From an optimization exercise on the open Yosys and OpenROAD flow, aimed at small area, a short achievable clock period and few clock cycles; shortcuts taken in it are not production practice.
RTL that was checked went through simulation tests only; none was proved equivalent to the original.
Power figures rest on the tool's default switching activity, not on a simulated workload.

Setup of onyx:
==> flow/design.v (excerpt) <==
module keyword_source_lexer #(
   parameter int MAX_TEXT_LEN = 65536
) (
   input  wire logic         clock,
   input  wire logic         reset,
   input  wire logic         req_valid,
   output logic             req_stall,
   input  wire logic [8:0]   req_data,
   output logic             rsp_valid,
   input  wire logic         rsp_stall,
   output logic [45:0]      rsp_data,
   input  wire logic         csr_we,
   input  wire logic [16:0]  csr_wdata
);
Size in the first run: ~1700 cells after synthesis, about 150 flip-flops, about 79 I/O pins, about 0.011 mm2 of cells after synthesis.
==> flow/config.mk <==
export PLATFORM = sky130hd
export DESIGN_NAME = keyword_source_lexer
export DESIGN_NICKNAME = keyword_source_lexer
export VERILOG_FILES = /design/flow/design.v
export SDC_FILE = /design/flow/constraint.sdc
export NUM_CORES = 4
export LEC_CHECK = 0
export ABC_AREA = 1
export CAP_MARGIN = 20
export CORE_MARGIN = 2
export CORE_UTILIZATION = 40
export SLEW_MARGIN = 20
==> flow/constraint.sdc <==
create_clock -name core_clock -period 8.5 [get_ports {clock}]
set_input_delay 1.7000 -clock core_clock [delete_from_list [all_inputs] [get_ports {clock}]]
set_output_delay 1.7000 -clock core_clock [all_outputs]
set_load 0.01 [all_outputs]
standard.sh (not shown) runs the stock make flow with config.mk's settings and CLKGATE_MAP_FILE= SYNTH_SCRIPT=/design/flow/synth_recipe.tcl, a recipe that flattens the netlist after the stock synthesis.
==> flow/flow/run.sh <==
#!/bin/bash
# The standard layout, with the smallest buffer on each port instead of the
# default delay-cell buffer, and timing repair aiming 5.75 ns below the clock period
set -euo pipefail
export BUFFER_PORTS_ARGS="-buffer_cell sky130_fd_sc_hd__buf_1"
export SETUP_SLACK_MARGIN=5.75
bash standard.sh finish > standard_finish.log 2>&1
Testbench counts of onyx, summed over its fixed seeds: cycles 148,692.
> inputs changed (onyx -> pepper)
Settings: putting CTS_BUF_LIST at sky130_fd_sc_hd__clkbuf_8 where nothing was set; putting SETUP_SLACK_MARGIN at 5 where nothing was set; clearing ABC_AREA, which used to be 1.
--- a/flow/flow/run.sh
+++ b/flow/flow/run.sh
@@ -3 +3 @@
-# default delay-cell buffer, and timing repair aiming 5.75 ns below the clock period
+# default delay-cell buffer; repair still resizes port buffers where timing needs it
@@ -6 +5,0 @@
-export SETUP_SLACK_MARGIN=5.75
[summary]
- pepper vs onyx, critical path endpoint: u_front.pos_ff[15]$_SDFFE_PP0P_ vs rsp_data[24]
- pepper ends up with a combinational-cell power consumption that is 49% lower than in onyx.
- Higher portion of total power attributed to sequential cells goes to pepper over onyx.
- onyx has higher final cell count than pepper.
- Going from onyx to pepper, the final design utilization was found to have gone down by 5.4 points.
- In pepper, the number of placed instances with taps included came out 337 below the value in onyx.
- As far as fraction of registers with async set or reset after synthesis goes, onyx and pepper are indistinguishable; the numbers are identical.
- Comparing synthesized area for pepper and onyx, the smaller number came from onyx.
- In the final reports, the cell area of pepper is smaller than that of onyx.
- On number of buffers inserted by post-CTS setup repair: pepper sits below onyx.
- The count of cell instances traversed by the critical path of pepper is higher than that of onyx.
Setup changes, pepper to delta
Settings: ABC_AREA: unset -> 1; CORE_UTILIZATION: 40 -> 35; SETUP_SLACK_MARGIN: 5 -> unset.
--- a/flow/flow/run.sh
+++ b/flow/flow/run.sh
@@ -3 +3 @@
-# default delay-cell buffer; repair still resizes port buffers where timing needs it
+# default delay-cell buffer, and timing repair aiming 5.5 ns below the clock period
@@ -5,0 +6 @@
+export SETUP_SLACK_MARGIN=5.5
### Flow results
- delta | status: complete | timing, DRC, antenna: pass
- Changes observed in delta relative to pepper: setup slack at placement grew by 0.46 ns; leakage power figure grew by about 30%; last weighted congestion value of the routability-driven placer shrank by about 4%; share of the core filled with cells shrank by 4.7 points; first-pass GRT wire length grew by 12%.
- Relative to pepper, synthesized instance count has increased by 25% in delta.
- Length in cells of the worst reg-to-reg path in delta is 4 higher than in pepper
- pepper has lower met2 track utilization from global routing than delta.
- Looking only at total power, and setting everything else aside, the higher value of delta and pepper goes to delta.
- Routed wire length went up by a little under 10% going from pepper to delta.
- Compared to pepper, delta has xor-xnor portion of the synthesized cell area 2.3 points lower.
## Diff of input files: quartz against delta
Settings: a change of CORE_UTILIZATION from 35 to 40.
--- a/flow/flow/run.sh
+++ b/flow/flow/run.sh
@@ -3 +3 @@
-# default delay-cell buffer, and timing repair aiming 5.5 ns below the clock period
+# default delay-cell buffer, and timing repair aiming 6.25 ns below the clock period
@@ -6 +6 @@
-export SETUP_SLACK_MARGIN=5.5
+export SETUP_SLACK_MARGIN=6.25
[summary]
quartz vs. delta: final instance area went up by 0.0047 mm2.
quartz vs delta — global-route wire length before repair climbed by a little under 10%
Relative contribution of combinational cells to total power (quartz over delta): increase, 11 points
Looking only at post-layout total power, and setting everything else aside, the lower value of delta and quartz goes to delta.

========
Setup of v52:
Another version of the RTL of keyword_source_lexer (not shown whole).
Size in the first run: roughly 1400 cells after synthesis, roughly 79 I/O pins, ~12000 um^2 of cells after synthesis.
export LEC_CHECK = 0
export CAP_MARGIN = 20
export CORE_MARGIN = 2
export CORE_UTILIZATION = 60
export SETUP_SLACK_MARGIN = 5
export SLEW_MARGIN = 20
create_clock -name core_clock -period 8.5 [get_ports {clock}]
run.sh (not shown) runs the stock make flow with config.mk's settings and CLKGATE_MAP_FILE= SYNTH_SCRIPT=/design/flow/synth_recipe.tcl, a recipe that flattens the netlist after the stock synthesis.
Stock flow here: none of the scripts above is used.
Input-level comparison between v45 and v52:
--- a/flow/config.mk
+++ b/flow/config.mk
@@ -8,5 +8,5 @@
 export CAP_MARGIN = 20
 export CORE_MARGIN = 2
-export CORE_UTILIZATION = 60
-export SETUP_SLACK_MARGIN = 5
+export CORE_UTILIZATION = 40
+export SETUP_SLACK_MARGIN = 4.5
 export SLEW_MARGIN = 20
==> run summary <==
Reported for v45 and v52, synthesized cell count turned out identical to the last digit.
Total global-route track usage ended up 14 points lower on v45 than on v52.
v45 did not stop at any stage, and its layout met the timing, design-rule and antenna checks.
Compared with v52, v45 shows a lower non-clock buffer count.
### v45 -> v13
--- a/flow/config.mk
+++ b/flow/config.mk
@@ -9,4 +9,4 @@
 export CORE_MARGIN = 2
 export CORE_UTILIZATION = 40
-export SETUP_SLACK_MARGIN = 4.5
+export SETUP_SLACK_MARGIN = 5
 export SLEW_MARGIN = 20
--- outcome ---
In summary, v13 completed successfully, with a layout that passed the timing, design-rule and antenna checks.
Of v45 and v13, the lower post-route worst setup slack belongs to v45.
Looking at post-route clock period utilization, v13 sits below v45.
Relative to v45, the HPWL after detailed placement measured on v13 has increased slightly.
Sort v45 and v13 by worst slack on hold paths desc -> top: v45
v45 has a lower portion of total power attributed to combinational logic than v13.
Input-level comparison between v7 and v13:
--- a/flow/config.mk
+++ b/flow/config.mk
@@ -9,4 +9,4 @@
 export CORE_MARGIN = 2
 export CORE_UTILIZATION = 40
-export SETUP_SLACK_MARGIN = 5
+export SETUP_SLACK_MARGIN = 3.75
 export SLEW_MARGIN = 20
==> comparison <==
- v13 and v7 ended up with nearly the same power dissipated in sequential cells.
- v13 ended up with in2reg as its type of the worst setup path; v7 ended up with reg2reg.
- Summary — ratio of final minimum period to clock period, v7 relative to v13: higher, by 9.6 points.
- Comparing the two runs side by side, v7 comes out ahead of v13 on total power.
- Per the comparison of v7 with v13, design area went down 1000 um^2; multi-input gate area in the final layout went down about 7%; global-route usage went down 0.81 points.
- v7 ends up with higher power density normalized to cell area than v13 does.
- Via count was higher in the run labelled v13.
No functional check of the RTL was part of any run of this note.

========
main:
Another version of the RTL of keyword_source_lexer (not shown whole).
For scale: ~1,400 cells after synthesis, roughly 150 flip-flops, roughly 79 I/O pins, about 12,000 um^2 of cells after synthesis.
make LEC_CHECK=0 CAP_MARGIN=20 CORE_MARGIN=2 CORE_UTILIZATION=40 CTS_BUF_LIST='sky130_fd_sc_hd__clkbuf_2 sky130_fd_sc_hd__clkbuf_4 sky130_fd_sc_hd__clkbuf_8' SETUP_SLACK_MARGIN=5 SLEW_MARGIN=20 finish   # period 8.5 ns
Edits applied to the flow inputs when going from main to the feature branch:
Settings: CTS_BUF_LIST: sky130_fd_sc_hd__clkbuf_2 sky130_fd_sc_hd__clkbuf_4 sky130_fd_sc_hd__clkbuf_8 -> unset.
==> flow/flow/run.sh (new file) <==
#!/bin/bash
# The standard layout, with the smallest buffer on each port instead of the
# default delay-cell buffer; repair still resizes port buffers where timing needs it
set -euo pipefail
export BUFFER_PORTS_ARGS="-buffer_cell sky130_fd_sc_hd__buf_1"
bash standard.sh finish > standard_finish.log 2>&1
==> flow/standard.sh (new file) <==
#!/bin/bash
# synth_recipe.tcl (not shown) runs the flow's synth.tcl, then flattens the netlist and writes it again
# the make line also repeats each setting of config.mk as NAME=value (left out here)
make -C /OpenROAD-flow-scripts/flow DESIGN_CONFIG=/design/flow/config.mk WORK_HOME=/design/flow/orfs CLKGATE_MAP_FILE= SYNTH_SCRIPT=/design/flow/synth_recipe.tcl "${@:-finish}"
removed: flow/run.sh
## What came out
Across the feature branch and main, none had a timing, DRC or antenna violation. Looking at total power after layout across the feature branch and main, the one that comes out higher is the feature branch. When the feature branch is measured against main, its clock tree buffer count of the final layout turns out 1 lower. Changes observed in the feature branch relative to main: die area roughly the same; routed wire length fell by about 1.2%. Of the feature branch and main, main shows the higher required arrival time at the worst endpoint, with the feature branch below it. Side by side, share of the clock period used by the worst path turned out lower in the feature branch than in main. Re sum of met3 wire segment lengths after detailed routing: the feature branch is about 4% down on main. The feature branch does better than main on setup slack. From main to the feature branch the numbers moved as follows: worst-case hold slack now smaller; combinational power now smaller.
No functional check of the RTL was part of any run of this note.

========
RTL: one of the versions met above, not the one the previous note started from.
Size: ~1,700 cells after synthesis, about 150 flip-flops, about 79 I/O pins.
export LEC_CHECK = 0
export ABC_AREA = 1
export CAP_MARGIN = 20
export CORE_MARGIN = 2
export CORE_UTILIZATION = 45
export CTS_BUF_LIST = sky130_fd_sc_hd__clkbuf_8
export SLEW_MARGIN = 20
create_clock -name core_clock -period 8.5 [get_ports {clock}]
standard.sh (not shown) runs the stock make flow with config.mk's settings and CLKGATE_MAP_FILE= SYNTH_SCRIPT=/design/flow/synth_recipe.tcl, a recipe that flattens the netlist after the stock synthesis.
==> flow/flow/run.sh <==
#!/bin/bash
# The standard layout, with the smallest buffer on each port instead of the
# default delay-cell buffer, and timing repair aiming 5.75 ns below the clock period
set -euo pipefail
export BUFFER_PORTS_ARGS="-buffer_cell sky130_fd_sc_hd__buf_1"
export SETUP_SLACK_MARGIN=5.75
bash standard.sh finish > standard_finish.log 2>&1
Testbench counts at the start, summed over its fixed seeds: cycles 148,692.
Then changed:
==> flow/flow/run.sh (replaced) <==
#!/bin/bash
# The standard layout, with the smallest buffer on each port instead of the
# default delay-cell buffer, and timing repair aiming 5.25 ns below the clock period
set -euo pipefail
export BUFFER_PORTS_ARGS="-buffer_cell sky130_fd_sc_hd__buf_1"
export SETUP_SLACK_MARGIN=5.25
bash standard.sh finish > standard_finish.log 2>&1
- CORE_UTILIZATION: 45 -> 40
Setup slack is worse by 0.42 ns.
Sequential share of layout area went up by 2.4 points.
Register-to-register slack is worse by 0.35 ns.
Maximum frequency went down by 13%.
Then changed:
==> flow/flow/run.sh (replaced) <==
#!/bin/bash
# The standard layout with three changes to how it is made:
#  - after the standard synthesis, OpenROAD's restructure re-maps the combinational
#    logic for area (registers are left as synthesis made them);
#  - the smallest buffer on each port instead of the default delay-cell buffer;
#  - timing repair aiming 5.75 ns below the clock period.
# Each tool writes its full output to a log of its own in this folder.
set -euo pipefail
export BUFFER_PORTS_ARGS="-buffer_cell sky130_fd_sc_hd__buf_1"
export SETUP_SLACK_MARGIN=5.75
bash standard.sh synth > standard_synth.log 2>&1
R=orfs/results/${FLOW_PLATFORM}/keyword_source_lexer/base
P=${FLOW_HOME}/platforms/${FLOW_PLATFORM}
LIB=${P}/lib/sky130_fd_sc_hd__tt_025C_1v80.lib
DONT_USE=$(sed -n '/^export DONT_USE_CELLS/,/^$/p' "${P}/config.mk" | grep -o 'sky130_fd_sc_hd__[A-Za-z0-9_]*' | tr '\n' ' ')
mkdir -p rmp_work
# restructure maps to every cell of the liberty file it is given: give it one without
# the platform's don't-use cells
python3 flow/libfilter.py "${LIB}" rmp_lib.lib ${DONT_USE} > libfilter.log 2>&1
cat > restructure.tcl <<EOT
read_lef ${P}/lef/sky130_fd_sc_hd.tlef
read_lef ${P}/lef/sky130_fd_sc_hd_merged.lef
read_liberty ${LIB}
read_db ${R}/1_synth.odb
read_sdc ${R}/1_synth.sdc
foreach c {${DONT_USE}} { set_dont_use [get_lib_cells */\$c] }
puts "before"
report_design_area
restructure -target area -liberty_file rmp_lib.lib -tielo_port sky130_fd_sc_hd__conb_1/LO -tiehi_port sky130_fd_sc_hd__conb_1/HI -work_dir rmp_work
puts "after"
report_design_area
write_db ${R}/1_synth.odb
EOT
openroad -no_init -exit restructure.tcl > restructure.log 2>&1
touch ${R}/1_synth.sdc
bash standard.sh finish > standard_finish.log 2>&1
==> flow/flow/libfilter.py (new file) <==
#!/usr/bin/env python3
# Copies a liberty file without the cells named on the command line.
# usage: libfilter.py IN OUT CELL...
import re
import sys

src, dst, drop = sys.argv[1], sys.argv[2], set(sys.argv[3:])
text = open(src).read()
out = []
pos = 0
pat = re.compile(r'\n(\s*)cell\s*\(\s*"?([A-Za-z0-9_]+)"?\s*\)\s*\{')
while True:
    m = pat.search(text, pos)
    if not m:
        out.append(text[pos:])
        break
    out.append(text[pos:m.start()])
    depth, i = 1, m.end()
    while depth:
        ch = text[i]
        if ch == '{':
            depth += 1
        elif ch == '}':
            depth -= 1
        i += 1
    if m.group(2) not in drop:
        out.append(text[m.start():i])
    pos = i
open(dst, 'w').write(''.join(out))
The changed run completed without violations. Cell area rose by a quarter to a third. Clock-buffer cell count fell by 1. Clock skew rose by 0.015 ns. Power rose by about a fifth. Wire length rose by roughly a tenth.
Then changed:
==> flow/flow/run.sh (replaced) <==
#!/bin/bash
# The standard layout, with the smallest buffer on each port instead of the
# default delay-cell buffer, and timing repair aiming 6 ns below the clock period
set -euo pipefail
export BUFFER_PORTS_ARGS="-buffer_cell sky130_fd_sc_hd__buf_1"
export SETUP_SLACK_MARGIN=6.0
bash standard.sh finish > standard_finish.log 2>&1
removed: flow/flow/libfilter.py
Sequential share of layout area grows by 1.7 points.
Count of clock-buffer cells in the layout grows by 1.
Total power shrinks by 8.3%.
Die area grows by 16%.
Final cell count grows by 15%.
Design area shrinks by 6.9%.
Wire length shrinks by 3.6%.
First-iteration DRC count grows by 8.4%.
Then changed:
==> flow/flow/run.sh (replaced) <==
#!/bin/bash
# The standard layout, with the smallest buffer on each port instead of the
# default delay-cell buffer, and timing repair aiming 5.75 ns below the clock period
set -euo pipefail
export BUFFER_PORTS_ARGS="-buffer_cell sky130_fd_sc_hd__buf_1"
export SETUP_SLACK_MARGIN=5.75
bash standard.sh finish > standard_finish.log 2>&1
- CAP_MARGIN: 20 -> 5
- SLEW_MARGIN: 20 -> 5
After rerunning: Sequential cell count stays the same; clock power decreases by about 3%; core utilization is lower by 5.6 points; clock-buffer cell count is unchanged; die area is unchanged; worst setup slack gains 0.010 ns; final area decreases by 10%; non-clock buffer count came out lower by 71; via count falls by 4.3%; first-iteration DRC count shrinks by 18%.

========
Another version of the RTL of keyword_source_lexer (not shown whole).
Size in the first run: about 79 I/O pins, about 0.012 sq mm of cells after synthesis.
// keyword_source_lexer
module keyword_source_lexer #(
   parameter int MAX_TEXT_LEN = 65536
) (
   input  wire logic         clock,
   input  wire logic         reset,
   input  wire logic         req_valid,
   output logic             req_stall,
   input  wire logic [8:0]   req_data,
   output logic             rsp_valid,
   input  wire logic         rsp_stall,
   output logic [45:0]      rsp_data,
   input  wire logic         csr_we,
   input  wire logic [16:0]  csr_wdata
);
export LEC_CHECK = 0
export CAP_MARGIN = 20
export CORE_MARGIN = 2
export CORE_UTILIZATION = 40
export CTS_BUF_LIST = sky130_fd_sc_hd__clkbuf_8
export SETUP_SLACK_MARGIN = 5
export SLEW_MARGIN = 20
create_clock -name core_clock -period 8.5 [get_ports {clock}]
==> flow/flow/run.sh <==
#!/bin/bash
# The standard layout, with the smallest buffer on each port instead of the
# default delay-cell buffer; repair still resizes port buffers where timing needs it
set -euo pipefail
export BUFFER_PORTS_ARGS="-buffer_cell sky130_fd_sc_hd__buf_1"
bash standard.sh finish > standard_finish.log 2>&1
Testbench counts at the start, summed over its fixed seeds: cycles 146,983.
Edit:
Settings changed: ABC_AREA from default to 1, PLACE_DENSITY from default to 0.8.
=> The changed run produced a clean layout. Design area climbs by 2.0%. Global-route usage climbs by 3.0 points. Routed wire length climbs by about 14%. Die area climbs by about 2.3%. Sequential power climbs by 3.1%. Clock power climbs by about 4%.
Edit:
Settings changed: PLACE_DENSITY 0.8 to default.
Register-to-register slack gets better by 0.04 ns.
Wire length decreases slightly.
Combinational power stays flat.
Worst hold slack stays flat.
Total power decreases by a few percent.
Clock power decreases by about a fifth.

[static timing again, ports no longer ideal]
Ports are ideal in the flow. The routed layouts listed here were re-timed in OpenROAD. Step 1 sets driving cells, clkbuf_16 on the clock port and buf_2 on the other inputs (assumed; they add their load-dependent delay and slew). Step 2 also shifts input and output timing later by t, the mid clock arrival at the registers, as if the neighbouring blocks saw the same clock. a / b / c = ideal ports / drivers / drivers and shift; a / b = the first two.
run | t (ns) | setup slack, ns | worst slew at a driven data input, ns | pins driven straight from the clock port
onyx | 0.469 | 5.768 / 5.721 / 5.323 | 0.05 | 1
pepper | 0.494 | 5.117 / 5.128 / 4.650 | 0.03 | 1
delta | 0.505 | 5.484 / 5.511 / 5.006 | 0.04 | 1
quartz | 0.492 | 5.694 / 5.705 / 5.226 | 0.08 | 1
v52 | 0.481 | 4.612 / 4.624 / 4.143 | 0.07 | 1
v45 | 0.470 | 4.589 / 4.589 / 4.225 | 0.05 | 1
v13 | 0.479 | 4.728 / 4.738 / 4.259 | 0.05 | 1
v7 | 0.464 | 3.913 / 3.913 / 3.580 | 0.03 | 1
main | 0.500 | 4.536 / 4.536 / 4.536 | 0.04 | 1
the feature branch | 0.460 | 4.573 / 4.573 / 4.573 | 0.03 | 1
the first run of note 4 | 0.504 | 5.724 / 5.678 / 5.337 | 0.05 | 1
the second run of note 4 | 0.494 | 5.299 / 5.316 / 4.821 | 0.05 | 1
the third run of note 4 | 0.502 | 4.904 / 4.900 / 4.398 | 0.06 | 1
the fourth run of note 4 | 0.508 | 5.747 / 5.701 / 5.370 | 0.06 | 1
the fifth run of note 4 | 0.488 | 5.758 / 5.716 / 5.309 | 0.05 | 1
the first run of note 5 | 0.489 | 5.071 / 5.071 / 4.689 | 0.04 | 1
the second run of note 5 | 0.499 | 5.132 / 5.132 / 4.819 | 0.04 | 1
the third run of note 5 | 0.510 | 5.167 / 5.167 / 4.903 | 0.03 | 1
After both steps setup and hold are still met in every run listed. For the third run of note 4, which loses most, drivers alone change the setup slack by -0.004 ns; drivers and shift together by -0.506 ns.
